What follows belongs to an exercise in optimizing a design on an open flow for a short achievable clock period and few clock cycles; a production flow would make more cautious choices.
At most, simulation tests tie the RTL to the original design; equivalence was not proved.
The clock input has no modelled driver; a real chip could not lean on it and would need a root buffer or a full tree.

== branch maple ==
Design arm_fire_controller_core, start of the top module:
module arm_fire_controller_core #(
    parameter int PHASE_BITS = afc_pkg::PHASE_BITS_DEF,
    parameter int LEVEL_BITS = afc_pkg::LEVEL_BITS_DEF
) (
    input  wire logic                            i_clk,
    input  wire logic                            i_rst_n,
    input  wire logic                            i_cfg_valid,
    output logic                                 o_cfg_ready,
    input  wire logic [afc_pkg::CFG_IDX_W-1:0]   i_cfg_index,
    input  wire logic [afc_pkg::CFG_DATA_W-1:0]  i_cfg_data,
    input  wire logic                            i_s_tvalid,
    output logic                                 o_s_tready,
    input  wire logic [afc_pkg::IN_DATA_W-1:0]   i_s_tdata,
    output logic                                 o_m_tvalid,
    input  wire logic                            i_m_tready,
    output logic [afc_pkg::OUT_DATA_W-1:0]       o_m_tdata,
    output logic                                 o_m_tlast
);
Size in the first run: ~3000 cells after synthesis, roughly 830 flip-flops.
==> flow/config.mk <==
export PLATFORM = sky130hd
export DESIGN_NAME = arm_fire_controller_core
export DESIGN_NICKNAME = arm_fire_controller_core
export VERILOG_FILES = /design/flow/design.v
export SDC_FILE = /design/flow/constraint.sdc
export NUM_CORES = 4
export LEC_CHECK = 0
export ABC_CLOCK_PERIOD_IN_PS = 2500
export CAP_MARGIN = 20
export CORE_MARGIN = 2
export CORE_UTILIZATION = 40
export SLEW_MARGIN = 20
export SYNTH_HIERARCHICAL = 1
==> flow/constraint.sdc <==
create_clock -name core_clock -period 15.0 [get_ports {i_clk}]
set_input_delay 3.0000 -clock core_clock [delete_from_list [all_inputs] [get_ports {i_clk}]]
set_output_delay 3.0000 -clock core_clock [all_outputs]
set_load 0.01 [all_outputs]
standard.sh (not shown) runs the stock make flow with config.mk's settings and CLKGATE_MAP_FILE= SYNTH_SCRIPT=/design/flow/synth_recipe.tcl, a recipe that flattens the netlist after the stock synthesis.
==> flow/flow/run.sh <==
#!/bin/bash
set -euo pipefail
HERE=$(pwd)
MARGIN=${MARGIN:-11.4}
export AFC_ROOT_CELL=sky130_fd_sc_hd__inv_16
export AFC_LEAF_CELL=sky130_fd_sc_hd__inv_16
export AFC_LEAF_SIZE=24
export AFC_ROOTS=4
bash standard.sh SETUP_SLACK_MARGIN=$MARGIN POST_CTS_TCL=$HERE/flow/cts_post.tcl finish > make_finish.log 2>&1
Other scripts of this flow, unchanged in this note and not shown: flow/flow/cts_post.tcl
Edits applied to the flow inputs when going from branch maple to branch sierra:
--- a/flow/design.v
+++ b/flow/design.v
@@ -258,23 +258,42 @@
             4'd9:    v = 12'd1916;
             4'd10:   v = 12'd1653;
             4'd11:   v = 12'd1375;
             4'd12:   v = 12'd1083;
             4'd13:   v = 12'd781;
             4'd14:   v = 12'd472;
             default: v = 12'd158;
         endcase
         sine_dif = v;
     endfunction
     function automatic logic [13:0] sine_dif3(input logic [3:0] idx);
-        sine_dif3 = {2'b00, sine_dif(idx)} + {1'b0, sine_dif(idx), 1'b0};
+        logic [13:0] v;
+        case (idx)
+            4'd0:    v = 14'd9636;
+            4'd1:    v = 14'd9543;
+            4'd2:    v = 14'd9357;
+            4'd3:    v = 14'd9084;
+            4'd4:    v = 14'd8721;
+            4'd5:    v = 14'd8274;
+            4'd6:    v = 14'd7749;
+            4'd7:    v = 14'd7146;
+            4'd8:    v = 14'd6480;
+            4'd9:    v = 14'd5748;
+            4'd10:   v = 14'd4959;
+            4'd11:   v = 14'd4125;
+            4'd12:   v = 14'd3249;
+            4'd13:   v = 14'd2343;
+            4'd14:   v = 14'd1416;
+            default: v = 14'd474;
+        endcase
+        sine_dif3 = v;
     endfunction
     logic [15:0] p1_p;
     logic [14:0] p1_x;
     logic        r_p1_v, r_p1_two, r_p1_arm, r_p1_on, r_p1_top, r_p1_q1;
     logic [1:0]  r_p1_mode;
     logic [2:0]  r_p1_msg0;
     logic [14:0] r_p1_lo;
     logic [11:0] r_p1_dif;
     logic [13:0] r_p1_dif3;
     logic [9:0]  r_p1_f;
     assign p1_p = r_phase + 16'd16384;
Notes after the runs:
For number of setup violations in the final report, branch maple and branch sierra come out practically identical. Looking only at last weighted congestion value of the routability-driven placer, and setting everything else aside, the lower value of branch sierra and branch maple goes to branch maple. Class of the most critical setup path: reg2reg -> branch maple, reg2out -> branch sierra. In the metrics for branch sierra and branch maple, the one carrying the lower maximum fanout encountered on the critical timing path is branch sierra. Comparing branch sierra with branch maple, the mean number of vias per cell came out essentially unchanged. Looking at floorplan core area, branch sierra sits about 0.6% below branch maple. branch sierra — chip height 1.6 um lower, branch maple as reference. Compared to branch maple, the router laid down less metal wire for branch sierra. Delta (branch sierra minus branch maple): number of standard cells after synthesis fell by 19; via count fell by about 2.8%; hold violation total from the final report stayed essentially flat. Lower worst hold slack across all endpoints was reported by branch sierra, not branch maple. CTS sink count came out exactly the same in branch sierra and branch maple. Compared branch sierra vs branch maple, and share of the synthesized netlist area taken by xor and xnor gates is down in branch sierra.
Testbench counts of branch sierra, summed over its fixed seeds: cycles 41,066.
Only the layout flow was run in branch maple; the RTL was not checked for function there. In every run of this note, the design's own scripts or RTL, not TritonCTS, make the clock network.

==> re-timing with driven ports <==
The flow's constraints put no driver on any port. The routed layouts listed below were extracted and timed again, unchanged, in two steps. Step 1 sets driving cells, clkbuf_16 on the clock port and buf_2 on the other inputs (assumed; they add their load-dependent delay and slew). Step 2, shift: input delay + t, output delay - t, t = (earliest + latest rising clock arrival at the registers) / 2. This alone moves slack from input paths to output paths. Slacks: ideal / step 1 / step 2; pairs: ideal / step 1.
| run | t (ns) | setup WS [ns] | worst hold slack (ns) | worst slew at a driven data input, ns | pins driven straight from the clock port |
|---|---|---|---|---|---|
| branch maple | 0.496 | 10.782 / 10.780 / 10.780 | 0.331 / 0.332 / 0.332 | 0.08 | 4 |
| branch sierra | 0.495 | 11.221 / 10.968 / 10.948 | 0.328 / 0.329 / 0.329 | 0.06 | 4 |
After both steps setup and hold are still met in every run listed. The setup slack of branch sierra, which loses most, moves by -0.253 ns with the drivers and by -0.273 ns with both steps.
